This design comes from an exercise in tuning for a short achievable clock period on the open sky130 flow, not from production work.
In this exercise RTL edits were held to simulation tests only and were not proved equivalent to the original.
No driver is modelled on the clock port, so clock power and skew are understated where the tree is cut down; a real chip needs a root buffer or a tree.
No activity file was given, so power comes from the tool's default toggle rates.

==> raven <==
Design vector_unit_top, start of the top module:
module vector_unit_top (
    input  logic                  clk_i,
    input  logic                  rst_n_i,
    input  logic                  wb_cyc_i,
    input  logic                  wb_stb_i,
    input  logic                  wb_we_i,
    input  logic [5-1:0] wb_adr_i,
    input  logic [32-1:0] wb_dat_i,
    input  logic [3:0]            wb_sel_i,
    output logic [32-1:0] wb_dat_o,
    output logic                  wb_ack_o
);
export LEC_CHECK = 0
export CAP_MARGIN = 20
export CORE_MARGIN = 2
export CORE_UTILIZATION = 55
export SETUP_SLACK_MARGIN = 2.4
export SLEW_MARGIN = 20
export SYNTH_HIERARCHICAL = 1
create_clock -name core_clock -period 4.0 [get_ports {clk_i}]
standard.sh (not shown) runs the stock make flow with config.mk's settings and CLKGATE_MAP_FILE= SYNTH_SCRIPT=/design/flow/synth_recipe.tcl, a recipe that flattens the netlist after the stock synthesis.
==> flow/flow/run.sh <==
#!/bin/bash
# Own layout flow: the standard flow (standard.sh) for every step, with
# the clock tree that CTS builds swapped, inside the CTS step, for a
# two-level clock-inverter tree (post_cts.tcl sources clocktree.tcl), then
# legalized and repaired again. Each step's output goes to a log file here.
set -eo pipefail
cd "$(dirname "$0")/.."
flowdir=$(pwd)/flow
bash standard.sh synth > synth.log 2>&1
bash standard.sh floorplan place > place.log 2>&1
bash standard.sh POST_CTS_TCL="$flowdir/post_cts.tcl" cts > cts.log 2>&1
bash standard.sh finish > finish.log 2>&1
Other scripts of this flow, unchanged in this note and not shown: flow/flow/clocktree.tcl, flow/flow/post_cts.tcl
==> zinc (differences from raven) <==
--- a/flow/design.v
+++ b/flow/design.v
@@ -110,15 +110,15 @@
 ) (
     input  logic [15:0] a,
     input  logic [15:0] b,
     input  logic        e16,
     output logic [15:0] c
 );
-    logic [15:0] gn, tn;
-    vu_gen #(.SUB(SUB)) gen_i (.a(a), .b(b), .gn(gn), .tn(tn));
-    vu_carry #(.CIN(SUB)) carry_i (.gn(gn), .tn(tn), .e16(e16), .c(c));
+    logic [15:0] g, t;
+    vu_gen #(.SUB(SUB)) gen_i (.a(a), .b(b), .g(g), .t(t));
+    vu_carry #(.CIN(SUB)) carry_i (.g(g), .t(t), .e16(e16), .c(c));
 endmodule
 module vu_load #(
     parameter int W = 32
 ) (
     input  logic         en,
     input  logic         clr,
@@ -130,29 +130,26 @@
 endmodule
 module vu_gen #(
     parameter bit SUB = 1'b0
 ) (
     input  logic [15:0] a,
     input  logic [15:0] b,
-    output logic [15:0] gn,
-    output logic [15:0] tn
+    output logic [15:0] g,
+    output logic [15:0] t
 );
-    assign gn = ~(a & (SUB ? ~b : b));
-    assign tn = ~(a | (SUB ? ~b : b));
+    assign g = a & (SUB ? ~b : b);
+    assign t = a | (SUB ? ~b : b);
 endmodule
 module vu_carry #(
     parameter bit CIN = 1'b0
 ) (
-    input  logic [15:0] gn,
-    input  logic [15:0] tn,
+    input  logic [15:0] g,
+    input  logic [15:0] t,
     input  logic        e16,
     output logic [15:0] c
 );
-    logic [15:0] g, t;
-    assign g = ~gn;
-    assign t = ~tn;
     always_comb begin
         logic [8:0] gl, tl;
         logic [7:0] gh, th;
         gl[0] = CIN;
         tl[0] = 1'b0;
         for (int i = 0; i < 8; i++) begin
@@ -277,86 +274,12 @@
     input  logic [7:0] p1,
     input  logic       en1,
     output logic [7:0] y
 );
     assign y = ({8{sel16}} & s16) | ({8{sel8}} & s8) | ({8{en1}} & p1);
 endmodule
-module vu_g_oai21 (input logic a, input logic b, input logic c, output logic y);
-    assign y = ~(a & (b | c));
-endmodule
-module vu_g_aoi21 (input logic a, input logic b, input logic c, output logic y);
-    assign y = ~(a | (b & c));
-endmodule
-module vu_g_nor2 (input logic a, input logic b, output logic y);
-    assign y = ~(a | b);
-endmodule
-module vu_g_nand2 (input logic a, input logic b, output logic y);
-    assign y = ~(a & b);
-endmodule
-module vu_g_inv (input logic a, output logic y);
-    assign y = ~a;
-endmodule
-module vu_ks #(
-    parameter int N = 8
-) (
-    input  logic [N-1:0] gn,
-    input  logic [N-1:0] tn,
-    output logic [N-1:0] g,
-    output logic [N-1:0] t
-);
-    localparam int L = (N > 8) ? 4 : (N > 4) ? 3 : (N > 2) ? 2 : 1;
-    logic [N-1:0] gv [L+1];
-    logic [N-1:0] tv [L+1];
-    assign gv[0] = gn;
-    assign tv[0] = tn;
-    for (genvar l = 0; l < L; l++) begin : g_lvl
-        localparam int D = 1 << l;
-        for (genvar i = 0; i < N; i++) begin : g_pos
-            if (i >= D) begin : g_node
-                if (l % 2 == 0) begin : g_oai
-                    vu_g_oai21 gg_i (.a(gv[l][i]), .b(tv[l][i]), .c(gv[l][i-D]), .y(gv[l+1][i]));
-                    vu_g_nor2  tt_i (.a(tv[l][i]), .b(tv[l][i-D]), .y(tv[l+1][i]));
-                end else begin : g_aoi
-                    vu_g_aoi21 gg_i (.a(gv[l][i]), .b(tv[l][i]), .c(gv[l][i-D]), .y(gv[l+1][i]));
-                    vu_g_nand2 tt_i (.a(tv[l][i]), .b(tv[l][i-D]), .y(tv[l+1][i]));
-                end
-            end else begin : g_pass
-                vu_g_inv gi_i (.a(gv[l][i]), .y(gv[l+1][i]));
-                vu_g_inv ti_i (.a(tv[l][i]), .y(tv[l+1][i]));
-            end
-        end
-    end
-    assign g = gv[L];
-    assign t = tv[L];
-endmodule
-module vu_lane_carry2 #(
-    parameter bit SUB = 1'b0,
-    parameter bit E16 = 1'b1
-) (
-    input  logic [15:0] a,
-    input  logic [15:0] b,
-    output logic [15:0] c
-);
-    logic [15:0] gn, tn;
-    logic [7:0]  gnl, gl, tl, gh, th;
-    vu_gen #(.SUB(SUB)) gen_i (.a(a), .b(b), .gn(gn), .tn(tn));
-    assign gnl = {gn[7:1], SUB ? tn[0] : gn[0]};
-    vu_ks #(.N(8)) ksl_i (.gn(gnl), .tn(tn[7:0]), .g(gl), .t(tl));
-    vu_ks #(.N(8)) ksh_i (.gn(gn[15:8]), .tn(tn[15:8]), .g(gh), .t(th));
-    always_comb begin
-        c[0] = SUB;
-        for (int i = 1; i < 8; i++) c[i] = gl[i-1];
-        if (E16) begin
-            c[8] = gl[7];
-            for (int i = 9; i < 16; i++) c[i] = gh[i-9] | (th[i-9] & gl[7]);
-        end else begin
-            c[8] = SUB;
-            for (int i = 9; i < 16; i++) c[i] = gh[i-9] | (th[i-9] & SUB);
-        end
-    end
-endmodule
 `timescale 1ns/1ps
 module vu_cp #(
     parameter int W = 1
 ) (
     input  logic [W-1:0] d,
     output logic [W-1:0] y
@@ -464,16 +387,16 @@
     logic [31:0] cy_a16_w, cy_a8_w, cy_s16_w, cy_s8_w;
     for (genvar h = 0; h < 2; h++) begin : g_pre
         vu_lane_srl #(.E16(1)) srl16_i (.x(opas_q[16*h +: 16]), .sa(shc_q[8*(4*h+0) +: 4]), .sb(shc_q[8*(4*h+0)+4 +: 4]), .y(sr16_w[16*h +: 16]));
         vu_lane_srl #(.E16(0)) srl8_i  (.x(opas_q[16*h +: 16]), .sa(shc_q[8*(4*h+1) +: 4]), .sb(shc_q[8*(4*h+1)+4 +: 4]), .y(sr8_w[16*h +: 16]));
         vu_lane_sll #(.E16(1)) sll16_i (.x(opas_q[16*h +: 16]), .sa(shc_q[8*(4*h+2) +: 4]), .sb(shc_q[8*(4*h+2)+4 +: 4]), .y(sl16_w[16*h +: 16]));
         vu_lane_sll #(.E16(0)) sll8_i  (.x(opas_q[16*h +: 16]), .sa(shc_q[8*(4*h+3) +: 4]), .sb(shc_q[8*(4*h+3)+4 +: 4]), .y(sl8_w[16*h +: 16]));
-        vu_lane_carry2 #(.SUB(0), .E16(1)) ca16_i (.a(opac_q[16*h +: 16]), .b(opbc_q[16*h +: 16]), .c(cy_a16_w[16*h +: 16]));
-        vu_lane_carry2 #(.SUB(0), .E16(0)) ca8_i  (.a(opac_q[16*h +: 16]), .b(opbc_q[16*h +: 16]), .c(cy_a8_w[16*h +: 16]));
-        vu_lane_carry2 #(.SUB(1), .E16(1)) cs16_i (.a(opac_q[16*h +: 16]), .b(opbc_q[16*h +: 16]), .c(cy_s16_w[16*h +: 16]));
-        vu_lane_carry2 #(.SUB(1), .E16(0)) cs8_i  (.a(opac_q[16*h +: 16]), .b(opbc_q[16*h +: 16]), .c(cy_s8_w[16*h +: 16]));
+        vu_lane_carry #(.SUB(0)) ca16_i (.a(opac_q[16*h +: 16]), .b(opbc_q[16*h +: 16]), .e16(1'b1), .c(cy_a16_w[16*h +: 16]));
+        vu_lane_carry #(.SUB(0)) ca8_i  (.a(opac_q[16*h +: 16]), .b(opbc_q[16*h +: 16]), .e16(1'b0), .c(cy_a8_w[16*h +: 16]));
+        vu_lane_carry #(.SUB(1)) cs16_i (.a(opac_q[16*h +: 16]), .b(opbc_q[16*h +: 16]), .e16(1'b1), .c(cy_s16_w[16*h +: 16]));
+        vu_lane_carry #(.SUB(1)) cs8_i  (.a(opac_q[16*h +: 16]), .b(opbc_q[16*h +: 16]), .e16(1'b0), .c(cy_s8_w[16*h +: 16]));
     end
     logic [31:0] fill16_w, fill8_w;
     always_comb begin
         for (int i = 0; i < 32; i++) begin
             logic [3:0] sa16, sb16, sa8, sb8;
             logic       ge16, ge8;
@@ -579,18 +502,17 @@
     for (genvar k = 0; k < 3; k++) begin : g_wra
         vu_cp #(.W(1)) cp_i (.d(wr_opa_d), .y(wr_opa_ld[k]));
     end
     for (genvar k = 0; k < 2; k++) begin : g_wrb
         vu_cp #(.W(1)) cp_i (.d(wr_opb_d), .y(wr_opb_ld[k]));
     end
-    logic [3:0]  mag_d, mag_in;
-    vu_load #(.W(4)) ldm_i (.en(wr_opb_l[1]), .clr(!opb_vl[1]), .d(mag_in), .q(mag_q), .y(mag_d));
+    logic [3:0]  mag_d;
     logic [15:0] oh16_d, th16_d;
     logic [7:0]  oh8_d, th8_d;
     always_comb begin
-        mag_in = wb_dat_i[4] ? 4'(5'd0 - wb_dat_i[4:0]) : wb_dat_i[3:0];
+        mag_d = opb_q[4] ? 4'(5'd0 - opb_q[4:0]) : opb_q[3:0];
         for (int k = 0; k < 16; k++) oh16_d[k] = (mag_q == 4'(k));
         for (int k = 0; k < 8; k++)  oh8_d[k]  = (mag_q[2:0] == 3'(k));
         for (int k = 0; k < 16; k++) begin
             th16_d[k] = 1'b0;
             for (int j = 15 - k; j < 16; j++) th16_d[k] = th16_d[k] | oh16_d[j];
         end
@@ -600,16 +522,16 @@
         end
     end
     logic [63:0] shc_d;
     logic [7:0]  sel16_d, sel8_d;
     always_comb begin
         for (int k = 0; k < 4; k++) begin
-            sel16_d[k]   = (mag_q[1:0] == 2'(k));
-            sel16_d[4+k] = (mag_q[3:2] == 2'(k));
+            sel16_d[k]   = (mag_d[1:0] == 2'(k));
+            sel16_d[4+k] = (mag_d[3:2] == 2'(k));
         end
-        sel8_d = {2'b00, mag_q[2], !mag_q[2], sel16_d[3:0]};
+        sel8_d = {2'b00, mag_d[2], !mag_d[2], sel16_d[3:0]};
     end
     for (genvar k = 0; k < 8; k++) begin : g_shc
         vu_cp #(.W(8)) cp_i (.d((k % 2 == 0) ? sel16_d : sel8_d), .y(shc_d[8*k +: 8]));
     end
     logic          wr_ctrl_d;
     logic [3:0]    wrc_d, pgo_d, a2c_d, sub2c_d, e16c2_d, a2c8_d, sub2c8_d, rr8_d;
==> comparison <==
raven completed without violations. zinc went through all stages and came out clean. In zinc the core utilization is higher than in raven, by 1.6 points. Of zinc and raven, raven has the higher cell count (gap 3.8%, measured against raven). Of raven and zinc, raven has the higher combinational power (gap 2.8%, measured against zinc). Against zinc, the via count of raven is larger by about 2%. In raven the power is larger than in zinc, by 0.40%. Of raven and zinc, raven has the higher critical path depth (gap 1). Clock skew: raven is lower than zinc (0.0090 ns).
==> figures <==
quantity	raven	zinc
Outcome	complete, no violations	complete, no violations
YS warnings	27	20
#MultiIn Comb	2545	2474
Seq/total area	0.418	0.417
Horizontal die dimension	264 um	263 um
Pin count of the biggest net entering global routing	43	36
Initial antenna violation count	6	0
Slew at the pin closest to its max-slew limit	0.850 ns	0.850 ns
Fin nets	3885	3716
Routed WL per cell	25.9 um	26.7 um
Utilization after layout	0.593	0.608
Number of well-tap cells placed	873	864
Clock tree skew after final layout	0.0263 ns	0.0353 ns
DRC marker count from the first detailed-route iteration	3228	3444
Relative slew margins	0.433	0.433
No run of this note takes its clock network from TritonCTS; it comes from the design's own scripts or RTL.

separate check: timing with driven ports:
In the flow no input, the clock included, has a driving cell. The finished layouts below were timed again as built, in two steps. Step 1: set_driving_cell puts a clkbuf_16 on clk_i and a buf_2 on each other input, an assumption about the parent block. Step 2 adds t to the input delays and takes it off the output delays; t is the mean of the earliest and latest rising clock arrival at the registers after step 1. Input paths then give back, and output paths get back, about the clock's delay inside the block. Slacks: no drivers / after step 1 / after step 2; pairs: no drivers / after step 1.
| run | shift t [ns] | slack for setup (ns) | worst hold slack (ns) | latest minus earliest clock arrival (ns) | worst data-port slew with drivers (ns) |
|---|---|---|---|---|---|
| raven | 0.585 | 2.176 / 2.087 / 2.017 | 0.454 / 0.202 / 0.469 | 0.030 / 0.031 | 0.07 |
| zinc | 0.578 | 2.264 / 2.097 / 2.038 | 0.457 / 0.247 / 0.457 | 0.036 / 0.037 | 0.05 |
After both steps every run listed still meets setup and hold. For zinc, which loses most, drivers alone change the setup slack by -0.167 ns; drivers and shift together by -0.226 ns.
